From an optimization exercise on the open Yosys and OpenROAD flow, aimed at small area; shortcuts taken in it are not production practice. Only simulation tests tie the RTL to the original design; equivalence was not proved. Power and IR drop assume default switching activity.

==> flow/design.v <==
module oled_frame_arbiter #(
   parameter int STRING_LEN     = 64,
   parameter int REFRESH_CYCLES = 500000
) (
   input  logic                    CLK100MHZ,
   input  logic                    reset,
   input  logic                    req0,
   input  logic [8*STRING_LEN-1:0] msg0,
   output logic                    ack0,
   input  logic                    req1,
   input  logic [8*STRING_LEN-1:0] msg1,
   output logic                    ack1,
   output logic [7:0]              sendData,
   output logic                    sendDataValid,
   input  logic                    sendDone,
   output logic                    updateString,
   output logic                    busy,
   output logic                    active_src
);
   localparam int FW     = 8*STRING_LEN;
   localparam int PTR_W  = (STRING_LEN > 1) ? $clog2(STRING_LEN) : 1;
   localparam bit PTR_P2 = (STRING_LEN == (1 << PTR_W));
   typedef enum logic [2:0] {
      IDLE     = 3'b000,
      START    = 3'b001,
      WAIT1    = 3'b011,
      WAIT_LOW = 3'b010,
      SEND     = 3'b110,
      HOLD     = 3'b100
   } state_t;
   state_t           state_q, state_d;
   logic [FW-1:0]    frame_q;
   logic             par_q;
   logic [PTR_W-1:0] ptr_q;
   logic [7:0]       data_q;
   logic             src_q;
   logic             hold_done;
   logic grant, grant1, g0, g1, load_byte, byte_done, last;
   assign grant     = (state_q == IDLE) && (req0 || req1);
   assign grant1    = (req0 && req1) ? ~src_q : req1;
   assign g0        = grant && !grant1;
   assign g1        = grant && grant1;
   assign load_byte = ((state_q == WAIT1) || (state_q == WAIT_LOW)) && !sendDone;
   assign byte_done = (state_q == SEND) && sendDone;
   assign last      = (ptr_q == PTR_W'(STRING_LEN-1));
   always_comb begin
      state_d = state_q;
      case (state_q)
         IDLE:     if (req0 || req1) state_d = START;
         START:    state_d = WAIT1;
         WAIT1:    state_d = sendDone ? WAIT_LOW : SEND;
         WAIT_LOW: if (!sendDone) state_d = SEND;
         SEND:     if (sendDone) state_d = last ? HOLD : WAIT_LOW;
         HOLD:     if (hold_done) state_d = IDLE;
         default:  state_d = IDLE;
      endcase
   end
   always_ff @(posedge CLK100MHZ) begin
      frame_q <= ~(({FW{g0}} & msg0) | ({FW{g1}} & msg1) | ({FW{~grant}} & frame_q));
      par_q   <= grant | ~par_q;
   end
   localparam int NB = 1 << PTR_W;
   logic [7:0] rd_byte;
   logic [7:0] lo_sel, hi_sel;
   always_comb begin
      lo_sel = '0; hi_sel = '0;
      lo_sel[ptr_q[2:0]] = 1'b1;
      hi_sel[ptr_q[5:3]] = 1'b1;
   end
   for (genvar k = 0; k < 8; k++) begin : g_rd
      logic [7:0] grp;
      for (genvar h = 0; h < 8; h++) begin : g_grp
         logic [7:0] x;
         for (genvar l = 0; l < 8; l++) begin : g_bit
            if (8*h+l < STRING_LEN) assign x[l] = frame_q[FW-8-8*(8*h+l)+k];
            else                    assign x[l] = 1'b0;
         end
         ofa_sel8 u_lo (.sel(lo_sel), .x(x), .y(grp[h]));
      end
      ofa_sel8 u_hi (.sel(hi_sel), .x(grp), .y(rd_byte[k]));
   end
   generate
      if (REFRESH_CYCLES == 500000) begin : g_lfsr
         localparam logic [18:0] LFSR_END = 19'h2b44b;
         logic [18:0] lfsr_q;
         always_ff @(posedge CLK100MHZ)
            lfsr_q <= {lfsr_q[17:0],
                       (state_q == HOLD) & ~(lfsr_q[18] ^ lfsr_q[17] ^ lfsr_q[16] ^ lfsr_q[13])};
         assign hold_done = (lfsr_q == LFSR_END);
      end else begin : g_cnt
         localparam int HOLD_W = $clog2(REFRESH_CYCLES+1);
         logic [HOLD_W-1:0] hold_q;
         always_ff @(posedge CLK100MHZ)
            if (state_q != HOLD) hold_q <= HOLD_W'(REFRESH_CYCLES-1);
            else                 hold_q <= hold_q - 1'b1;
         assign hold_done = (hold_q == '0);
      end
   endgenerate
   always_ff @(posedge CLK100MHZ or posedge reset) begin
      if (reset) begin
         state_q <= IDLE;
         ptr_q   <= '0;
         data_q  <= 8'h00;
         src_q   <= 1'b1;
      end else begin
         state_q <= state_d;
         if (grant) src_q <= grant1;
         if (load_byte) data_q <= rd_byte ^ {8{par_q}};
         if (byte_done) ptr_q <= (!PTR_P2 && last) ? '0 : ptr_q + 1'b1;
         else if (!PTR_P2 && grant) ptr_q <= '0;
      end
   end
   assign ack0          = (state_q == START) && !src_q;
   assign ack1          = (state_q == START) &&  src_q;
   assign sendData      = data_q;
   assign sendDataValid = (state_q == SEND);
   assign updateString  = (state_q == WAIT1);
   assign busy          = (state_q != IDLE);
   assign active_src    = src_q;
endmodule
module ofa_sel8 (
   input  logic [7:0] sel,
   input  logic [7:0] x,
   output logic       y
);
   logic t0, t1, t2;
   ofa_aoi222 u0 (.a(sel[0]), .b(x[0]), .c(sel[1]), .d(x[1]), .e(sel[2]), .f(x[2]), .y(t0));
   ofa_aoi222 u1 (.a(sel[3]), .b(x[3]), .c(sel[4]), .d(x[4]), .e(sel[5]), .f(x[5]), .y(t1));
   ofa_aoi22  u2 (.a(sel[6]), .b(x[6]), .c(sel[7]), .d(x[7]), .y(t2));
   ofa_nand3  u3 (.a(t0), .b(t1), .c(t2), .y(y));
endmodule
module ofa_aoi222 (
   input  logic a, b, c, d, e, f,
   output logic y
);
   assign y = ~((a & b) | (c & d) | (e & f));
endmodule
module ofa_aoi22 (
   input  logic a, b, c, d,
   output logic y
);
   assign y = ~((a & b) | (c & d));
endmodule
module ofa_nand3 (
   input  logic a, b, c,
   output logic y
);
   assign y = ~(a & b & c);
endmodule
Settings: LEC_CHECK=0, CAP_MARGIN=20, CELL_PAD_IN_SITES_DETAIL_PLACEMENT=1, CELL_PAD_IN_SITES_GLOBAL_PLACEMENT=1, CORE_AREA=10 10 370 370, DIE_AREA=0 0 380 380, PLACE_DENSITY=0.5, SLEW_MARGIN=20, SYNTH_HIERARCHICAL=1; clock period 4.0 ns.
standard.sh (not shown) runs the stock make flow with config.mk's settings and CLKGATE_MAP_FILE= SYNTH_SCRIPT=/design/flow/synth_recipe.tcl, a recipe that flattens the netlist after the stock synthesis.
==> flow/flow/run.sh <==
#!/bin/bash
# Layout flow: the standard flow (standard.sh) with three changes that save cell area:
#  - each port gets a buf_1 buffer (buffer_ports otherwise picks clkdlybuf4s50_1, 2.7x larger);
#  - the clock tree is built of clkbuf_16 in sink clusters of at most 20 and without dummy loads;
#  - combinational cells that synthesis sized up are set back to drive strength 1
#    (flow/downsize.py); the registers are left exactly as the standard synthesis made them.
# Each step's output goes to a log of its own here; ORFS's own logs are under orfs/logs.
set -euo pipefail
export BUFFER_PORTS_ARGS="-buffer_cell sky130_fd_sc_hd__buf_1"
export CTS_ARGS="-sink_clustering_enable -repair_clock_nets -dont_use_dummy_load -buf_list sky130_fd_sc_hd__clkbuf_16 -sink_clustering_size 20 -sink_clustering_max_diameter 100"
RES=orfs/results/${FLOW_PLATFORM}/oled_frame_arbiter/base
bash standard.sh synth > run_synth.log 2>&1
python3 flow/downsize.py "$RES/1_2_yosys.v" \
   "$FLOW_HOME/platforms/${FLOW_PLATFORM}/lib/sky130_fd_sc_hd__tt_025C_1v80.lib" > run_downsize.log 2>&1
# 1_2_yosys.v is now newer than 1_synth.odb, so make rebuilds the database from it
bash standard.sh > run_layout.log 2>&1
==> flow/flow/downsize.py <==
#!/usr/bin/env python3
"""Set each combinational cell of the synthesized netlist to the _1 drive strength of the
same function where the library's _1 cell is smaller. Flip-flops, buffers and tie cells are
left as synthesis made them. Usage: downsize.py NETLIST LIBERTY"""
import re, sys

netlist, lib = sys.argv[1], sys.argv[2]
area = {}
cur = None
for line in open(lib):
    m = re.match(r'\s*cell\s*\(\s*"?(sky130_fd_sc_hd__\w+?)"?\s*\)', line)
    if m:
        cur = m.group(1)
        continue
    m = re.match(r'\s*area\s*:\s*([0-9.]+)', line)
    if m and cur and cur not in area:
        area[cur] = float(m.group(1))
keep = re.compile(r'sky130_fd_sc_hd__(df|edf|sdf|sedf|dl|buf|clkbuf|conb|tap|fill|decap|diode)')
text = open(netlist).read()
count = {}

def swap(m):
    name, base = m.group(0), m.group(1)
    small = base + '_1'
    if keep.match(name) or small not in area or name not in area or area[small] >= area[name]:
        return name
    count[name] = count.get(name, 0) + 1
    return small

text = re.sub(r'\b(sky130_fd_sc_hd__\w+?)_(\d+)\b(?=\s+[\\\w])', swap, text)
open(netlist, 'w').write(text)
for k, v in sorted(count.items()):
    print(f"{k}: {v} downsized")
The baseline ran to the end with no violations.
==> next run, changes <==
--- a/flow/flow/run.sh
+++ b/flow/flow/run.sh
@@ -4 +4 @@
-#  - the clock tree is built of clkbuf_16 in sink clusters of at most 20 and without dummy loads;
+#  - the clock tree is built of clkbuf_8 in sink clusters of at most 12 and without dummy loads;
@@ -10 +10 @@
-export CTS_ARGS="-sink_clustering_enable -repair_clock_nets -dont_use_dummy_load -buf_list sky130_fd_sc_hd__clkbuf_16 -sink_clustering_size 20 -sink_clustering_max_diameter 100"
+export CTS_ARGS="-sink_clustering_enable -repair_clock_nets -dont_use_dummy_load -buf_list sky130_fd_sc_hd__clkbuf_8 -sink_clustering_size 12 -sink_clustering_max_diameter 60"
CORE_AREA = 70 70 310 310   (was 10 10 370 370)
PLACE_DENSITY = 0.6   (was 0.5)
After rerunning: The new run went through all stages and came out clean. Total power shrinks by 9.3%. Routed wire length rises by 48%. Hold slack is worse by 130 ps. Global-route usage rises by 6.8 points. Sequential share of layout area climbs by 2.3 points. Final cell count falls by 20%. Synthesized area does not change. Register-to-register slack improved by 20 ps. Count of clock-buffer cells in the layout goes up by 16.
==> next run, changes <==
CORE_AREA = 60 60 320 320   (was 70 70 310 310)
PLACE_DENSITY = 0.55   (was 0.6)
Effect: Worst setup slack got worse by 33 ps; wire length decreases by 6.7%; power climbs by 1.0%; die area is unchanged; cell count came out higher by 3.5%; register-to-register slack gets worse by 30 ps; design area came out higher by 0.76%; non-clock buffer count rose by 4; sequential share of layout area came out lower by 0.32 points; fmax shrinks by 0.91%.

## re-timing with driven ports
How much do the figures lean on ideal ports? The routed layouts below were timed once more, with nothing changed but the port constraints. Step 1 sets driving cells, clkbuf_16 on the clock port and buf_2 on the other inputs (assumed; they add their load-dependent delay and slew). Step 2 also shifts input and output timing later by t, the mid clock arrival at the registers, as if the neighbouring blocks saw the same clock. Three values: ideal ports, drivers, drivers and shift; two values: the first two.
run | shift t [ns] | slack for setup (ns) | worst slew at a driven data input, ns
the first run | 0.662 | 0.423 / 0.423 / 0.423 | 0.31
the second run | 0.766 | 0.445 / 0.445 / 0.445 | 0.35
the third run | 0.739 | 0.413 / 0.413 / 0.413 | 0.25
After both steps setup and hold are still met in every run listed.
